This is an optimization exercise on Yosys and OpenROAD, whose aim is a short achievable clock period and few clock cycles per item, not a production implementation. Function was checked by simulation only, so behaviour that the tests miss may differ from the original.

==> branch xenon <==
## dcache
module dcache (
    input  logic                          clock,
    input  logic                          reset,
    input  logic                          req_valid,
    input  logic                          req_write,
    input  logic [1:0]                    req_size,
    input  logic [32-1:0]           req_addr,
    input  logic [32-1:0]           req_wdata,
    output logic                          stall,
    output logic                          resp_valid,
    output logic [31:0]                   resp_data,
    output logic [1:0]                    mem_command,
    output logic [32-1:0]           mem_addr,
    output logic [64-1:0]     mem_wdata,
    input  logic [4-1:0]   mem_response,
    input  logic [64-1:0]     mem_rdata,
    input  logic [4-1:0]   mem_tag
);
    localparam int NRQ = 16;    
    localparam int RQB = 4;
    localparam int NLQ = 8;     
    localparam int LQB = 3;
    localparam int NCQ = 6;     
    localparam int CQB = 3;
    logic        r_v, r_w;
    logic        r_mh;         
    logic [3:0]  r_vh;         
    logic        r_lp;         
    logic [1:0]  r_sz;
    logic [31:0] r_a, r_d;
    logic        s_v, s_w;
    logic [1:0]  s_sz;
    logic [31:0] s_a, s_d;
    logic accept;
    logic go;
  ...
Settings: LEC_CHECK=0, ABC_CLOCK_PERIOD_IN_PS=3000, CAP_MARGIN=20, CORE_MARGIN=2, CORE_UTILIZATION=40, SETUP_SLACK_MARGIN=3.5, SLEW_MARGIN=20; clock period 7.0 ns.
run.sh (not shown) runs the stock make flow with config.mk's settings and CLKGATE_MAP_FILE= SYNTH_SCRIPT=/design/flow/synth_recipe.tcl, a recipe that flattens the netlist after the stock synthesis.
==> inputs of branch quartz, as changes to branch xenon <==
--- a/flow/design.v
+++ b/flow/design.v
@@ -76,16 +76,13 @@
 );
     localparam int NRQ = 16;    
     localparam int RQB = 4;
     localparam int NLQ = 8;     
     localparam int LQB = 3;
-    localparam int NCQ = 6;     
+    localparam int NCQ = 4;     
     localparam int CQB = 3;
     logic        r_v, r_w;
-    logic        r_mh;         
-    logic [3:0]  r_vh;         
-    logic        r_lp;         
     logic [1:0]  r_sz;
     logic [31:0] r_a, r_d;
     logic        s_v, s_w;
     logic [1:0]  s_sz;
     logic [31:0] s_a, s_d;
@@ -108,13 +105,10 @@
             s_v <= 1'b1;
         end
     end
     always_ff @(posedge clock) begin
         if (!r_v || go) begin
-            r_mh <= x_mh;
-            r_vh <= x_vh;
-            r_lp <= early;
             if (s_v) begin
                 r_w  <= s_w;
                 r_sz <= s_sz;
                 r_a  <= s_a;
                 r_d  <= s_d;
@@ -152,35 +146,15 @@
     logic           lq_w    [NLQ];
     logic [31:0]    lq_wd   [NLQ];
     logic [RQB-1:0] lq_slot [NLQ];
     logic [LQB-1:0] lq_head, lq_tail;
     logic [LQB:0]   lq_cnt;
-    localparam int NSQ = 8;
-    localparam int SQB = 4;
-    logic [3:0]     sq_idx  [NSQ];
-    logic [2:0]     sq_off  [NSQ];
-    logic [1:0]     sq_sz   [NSQ];
-    logic           sq_w    [NSQ];
-    logic [31:0]    sq_wd   [NSQ];
-    logic [RQB-1:0] sq_slot [NSQ];
-    logic [SQB-1:0] sq_cnt;
     logic        cq_v  [NCQ];
     logic        cq_st [NCQ];
     logic [28:0] cq_a  [NCQ];
     logic [63:0] cq_wd [NCQ];
     logic [CQB-1:0] cq_cnt;
-    logic        fill;
-    logic [3:0]  f_idx;
-    logic [63:0] f_blk;
-    logic [31:0] f_resp;
-    assign fill   = (mem_tag != '0) && (lq_cnt != '0);
-    assign f_idx  = lq_idx[lq_head];
-    assign f_blk  = lq_w[lq_head] ?
-        dcache_pkg::merge_store(mem_rdata, lq_off[lq_head], dcache_pkg::mem_size_t'(lq_sz[lq_head]),
-                                lq_wd[lq_head]) : mem_rdata;
-    assign f_resp = dcache_pkg::extract_load(mem_rdata, lq_off[lq_head],
-                                             dcache_pkg::mem_size_t'(lq_sz[lq_head]));
     logic [3:0]  idx;
     logic [24:0] tg;
     logic [28:0] ln;
     assign idx = r_a[6:3];
     assign tg  = r_a[31:7];
@@ -190,24 +164,20 @@
     logic        vc_hit;
     logic [63:0] v_blk;
     logic [63:0] hit_blk;
     logic [63:0] merged;
     logic [31:0] hit_resp;
-    assign m_hit = r_mh;
-    assign v_hv  = r_vh;
+    assign m_hit = m_v[idx] && (m_t[idx] == tg);
     always_comb begin
         v_blk = '0;
         for (int j = 0; j < 4; j++) begin
+            v_hv[j] = v_v[j] && (v_t[j] == ln);
             if (v_hv[j]) v_blk = v_blk | v_b[j];
         end
     end
     assign vc_hit = |v_hv;
-    logic        fwd;        
-    logic [63:0] m_blk;      
-    assign fwd   = fill && (f_idx == idx);
-    assign m_blk = fwd ? f_blk : m_b[idx];
-    assign hit_blk  = m_hit ? m_blk : v_blk;
+    assign hit_blk  = m_hit ? m_b[idx] : v_blk;
     assign merged   = dcache_pkg::merge_store(hit_blk, r_a[2:0], dcache_pkg::mem_size_t'(r_sz), r_d);
     assign hit_resp = dcache_pkg::extract_load(hit_blk, r_a[2:0], dcache_pkg::mem_size_t'(r_sz));
     logic [1:0] ins;
     logic       v_full;
     always_comb begin
@@ -230,93 +200,34 @@
                     ins = 2'(j);
                 end
             end
         end
     end
-    logic [16-1:0] sq_on;
-    always_comb begin
-        sq_on = '0;
-        for (int k = 0; k < NSQ; k++) begin
-            if (SQB'(k) < sq_cnt) sq_on[sq_idx[k]] = 1'b1;
-        end
-    end
-    logic miss, busy, defer, blocked;
-    logic go_mst, go_vhit, go_miss, go_defer, evict, wb;
-    assign miss  = !m_hit && !vc_hit;
-    assign busy  = sq_on[idx] || (m_p[idx] && !fwd);
-    assign defer = m_hit && busy;
+    logic miss, pend, blocked;
+    logic go_mst, go_vhit, go_miss, evict, wb;
+    assign miss = !m_hit && !vc_hit;
+    assign pend = m_p[idx];
     assign blocked = (rq_cnt == (RQB+1)'(NRQ)) ||
-                     (miss && busy) ||
-                     (defer && sq_cnt == SQB'(NSQ)) ||
-                     (miss && ((!r_lp && cq_cnt > CQB'(NCQ - 2)) || (lq_cnt == (LQB+1)'(NLQ))));
+                     (pend && (m_hit || !vc_hit)) ||
+                     (miss && ((cq_cnt > CQB'(NCQ - 2)) || (lq_cnt == (LQB+1)'(NLQ))));
     assign go      = r_v && !blocked;
-    assign go_defer = go && defer;
-    assign go_mst  = go && m_hit && r_w && !defer;
+    assign go_mst  = go && m_hit && r_w;
     assign go_vhit = go && !m_hit && vc_hit;
     assign go_miss = go && miss;
     assign evict   = go_miss && m_v[idx];
     assign wb      = evict && v_full && v_d[ins];
-    logic        x_w;
-    logic [1:0]  x_sz;
-    logic [31:0] x_a;
-    logic [3:0]  x_idx;
-    logic        x_same, x_mh_pre, x_mh, x_miss, x_pend;
-    logic [3:0]  x_vh;
-    logic        early;
-    assign x_w   = s_v ? s_w : req_write;
-    assign x_sz  = s_v ? s_sz : req_size;
-    assign x_a   = s_v ? s_a : req_addr;
-    assign x_idx = x_a[6:3];
-    assign x_same   = (x_idx == idx);
-    assign x_mh_pre = m_v[x_idx] && (m_t[x_idx] == x_a[31:7]);
-    assign x_mh     = (go_miss && x_same) ? (x_a[31:7] == tg) : x_mh_pre;
-    always_comb begin
-        for (int j = 0; j < 4; j++) begin
-            if (evict && ins == 2'(j)) x_vh[j] = x_same && x_mh_pre;
-            else x_vh[j] = v_v[j] && (v_t[j] == x_a[31:3]);
-        end
-    end
-    assign x_miss = !x_mh && !(|x_vh);
-    assign x_pend = ((go_miss || go_defer) && x_same) || sq_on[x_idx] ||
-                    (m_p[x_idx] && !(fill && f_idx == x_idx));
-    assign early = (!r_v || go) && (s_v || accept) && x_miss && !x_pend &&
-                   (cq_cnt <= CQB'(NCQ - 4)) && (lq_cnt <= (LQB+1)'(NLQ - 2)) &&
-                   (rq_cnt <= (RQB+1)'(NRQ - 2));
-    logic        sq_go;
-    logic [63:0] sq_blk, sq_merged;
-    logic [31:0] sq_resp;
-    logic [SQB-1:0] sq_base;
-    assign sq_go     = (sq_cnt != '0) && !m_p[sq_idx[0]];
-    assign sq_blk    = m_b[sq_idx[0]];
-    assign sq_merged = dcache_pkg::merge_store(sq_blk, sq_off[0], dcache_pkg::mem_size_t'(sq_sz[0]),
-                                               sq_wd[0]);
-    assign sq_resp   = dcache_pkg::extract_load(sq_blk, sq_off[0], dcache_pkg::mem_size_t'(sq_sz[0]));
-    assign sq_base   = sq_cnt - SQB'(sq_go);
-    always_ff @(posedge clock) begin
-        if (reset) begin
-            sq_cnt <= '0;
-        end else begin
-            sq_cnt <= sq_base + SQB'(go_defer);
-        end
-        for (int k = 0; k < NSQ; k++) begin
-            if (go_defer && sq_base == SQB'(k)) begin
-                sq_idx[k]  <= idx;
-                sq_off[k]  <= r_a[2:0];
-                sq_sz[k]   <= r_sz;
-                sq_w[k]    <= r_w;
-                sq_wd[k]   <= r_d;
-                sq_slot[k] <= rq_tail;
-            end else if (sq_go && k + 1 < NSQ) begin
-                sq_idx[k]  <= sq_idx[k + 1];
-                sq_off[k]  <= sq_off[k + 1];
-                sq_sz[k]   <= sq_sz[k + 1];
-                sq_w[k]    <= sq_w[k + 1];
-                sq_wd[k]   <= sq_wd[k + 1];
-                sq_slot[k] <= sq_slot[k + 1];
-            end
-        end
-    end
+    logic        fill;
+    logic [3:0]  f_idx;
+    logic [63:0] f_blk;
+    logic [31:0] f_resp;
+    assign fill   = (mem_tag != '0) && (lq_cnt != '0);
+    assign f_idx  = lq_idx[lq_head];
+    assign f_blk  = lq_w[lq_head] ?
+        dcache_pkg::merge_store(mem_rdata, lq_off[lq_head], dcache_pkg::mem_size_t'(lq_sz[lq_head]),
+                                lq_wd[lq_head]) : mem_rdata;
+    assign f_resp = dcache_pkg::extract_load(mem_rdata, lq_off[lq_head],
+                                             dcache_pkg::mem_size_t'(lq_sz[lq_head]));
     always_ff @(posedge clock) begin
         for (int i = 0; i < 16; i++) begin
             if (reset) begin
                 m_v[i] <= 1'b0;
                 m_d[i] <= 1'b0;
@@ -324,20 +235,14 @@
             end else begin
                 if (fill && f_idx == 4'(i)) begin
                     m_b[i] <= f_blk;
                     m_p[i] <= 1'b0;
                 end
-                if (sq_go && sq_idx[0] == 4'(i) && sq_w[0]) begin
-                    m_b[i] <= sq_merged;
-                end
                 if (go_mst && idx == 4'(i)) begin
                     m_b[i] <= merged;
                     m_d[i] <= 1'b1;
                 end
-                if (go_defer && r_w && idx == 4'(i)) begin
-                    m_d[i] <= 1'b1;
-                end
                 if (go_miss && idx == 4'(i)) begin
                     m_v[i] <= 1'b1;
                     m_t[i] <= tg;
                     m_d[i] <= r_w;
                     m_p[i] <= 1'b1;
@@ -366,41 +271,33 @@
                 if (evict && ins == 2'(j)) begin
                     v_v[j]   <= 1'b1;
                     v_d[j]   <= m_d[idx];
                     v_age[j] <= 2'd0;
                     v_t[j]   <= {m_t[idx], idx};
-                    v_b[j]   <= m_blk;
+                    v_b[j]   <= m_b[idx];
                 end
             end
         end
     end
     logic           cq_pop;
-    logic           push_ld;
-    logic [CQB-1:0] cq_base, cq_p1, cq_p2;
+    logic [CQB-1:0] cq_base;
     assign cq_pop  = cq_v[0] && (mem_response != '0);
-    assign push_ld = go_miss && !r_lp;
     assign cq_base = cq_cnt - CQB'(cq_pop);
-    assign cq_p1   = cq_base + CQB'(push_ld);
-    assign cq_p2   = cq_p1 + CQB'(wb);
     always_ff @(posedge clock) begin
         if (reset) begin
             cq_cnt <= '0;
         end else begin
-            cq_cnt <= cq_p2 + CQB'(early);
+            cq_cnt <= cq_base + CQB'(go_miss) + CQB'(wb);
         end
         for (int i = 0; i < NCQ; i++) begin
             if (reset) begin
                 cq_v[i] <= 1'b0;
-            end else if (push_ld && cq_base == CQB'(i)) begin
+            end else if (go_miss && cq_base == CQB'(i)) begin
                 cq_v[i]  <= 1'b1;
                 cq_st[i] <= 1'b0;
                 cq_a[i]  <= ln;
-            end else if (early && cq_p2 == CQB'(i)) begin
-                cq_v[i]  <= 1'b1;
-                cq_st[i] <= 1'b0;
-                cq_a[i]  <= x_a[31:3];
-            end else if (wb && cq_p1 == CQB'(i)) begin
+            end else if (wb && cq_base == CQB'(i - 1)) begin
                 cq_v[i]  <= 1'b1;
                 cq_st[i] <= 1'b1;
                 cq_a[i]  <= v_t[ins];
                 cq_wd[i] <= v_b[ins];
             end else if (cq_pop) begin
@@ -452,15 +349,12 @@
             resp_valid <= rq_pop;
         end
         if (rq_pop) resp_data <= rq_d[rq_head];
         for (int i = 0; i < NRQ; i++) begin
             if (go && rq_tail == RQB'(i)) begin
-                rq_r[i] <= !miss && !defer;
+                rq_r[i] <= !miss;
                 rq_d[i] <= hit_resp;
-            end else if (sq_go && sq_slot[0] == RQB'(i)) begin
-                rq_r[i] <= 1'b1;
-                rq_d[i] <= sq_resp;
             end else if (fill && lq_slot[lq_head] == RQB'(i)) begin
                 rq_r[i] <= 1'b1;
                 rq_d[i] <= f_resp;
             end
         end
ABC_CLOCK_PERIOD_IN_PS = unset   (was 3000)
SETUP_SLACK_MARGIN = unset   (was 3.5)
==> notes.md <==
Branch xenon did not get past global routing (5_1_grt). Branch quartz produced a clean layout. Synthesized cell count: branch quartz is lower than branch xenon (33%). Between branch quartz and branch xenon, the lower area after synthesis is in branch quartz (gap 27%, measured against branch xenon).
Testbench counts of branch xenon, summed over its fixed seeds: cycles 15,339, items 12,000.
Testbench counts of branch quartz, summed over its fixed seeds: cycles 18,563, items 12,000.

afterwards: timing with drivers on the ports:
The flow's constraints put no driver on any port. The routed layout listed below was extracted and timed again, unchanged, in two steps.
Step 1, drivers: a clkbuf_16 drives clock and a buf_2 each remaining input, both assumed.
Step 2 times the ports against the registers' clock, not the clock port: input delays grow and output delays shrink by t, the midpoint of the rising clock arrivals with the driver on.
Three values: no drivers, after step 1, after step 2; two values: the first two.
run: branch quartz
t (ns): 1.089
setup WS [ns]: 0.144 / 0.144 / 0.144
worst setup path at the end: register to register
pins driven straight from the clock port: 1
After both steps branch quartz still meets setup and hold. The setup slack of branch quartz moves by 0.000 ns with the drivers and by 0.000 ns with both steps.
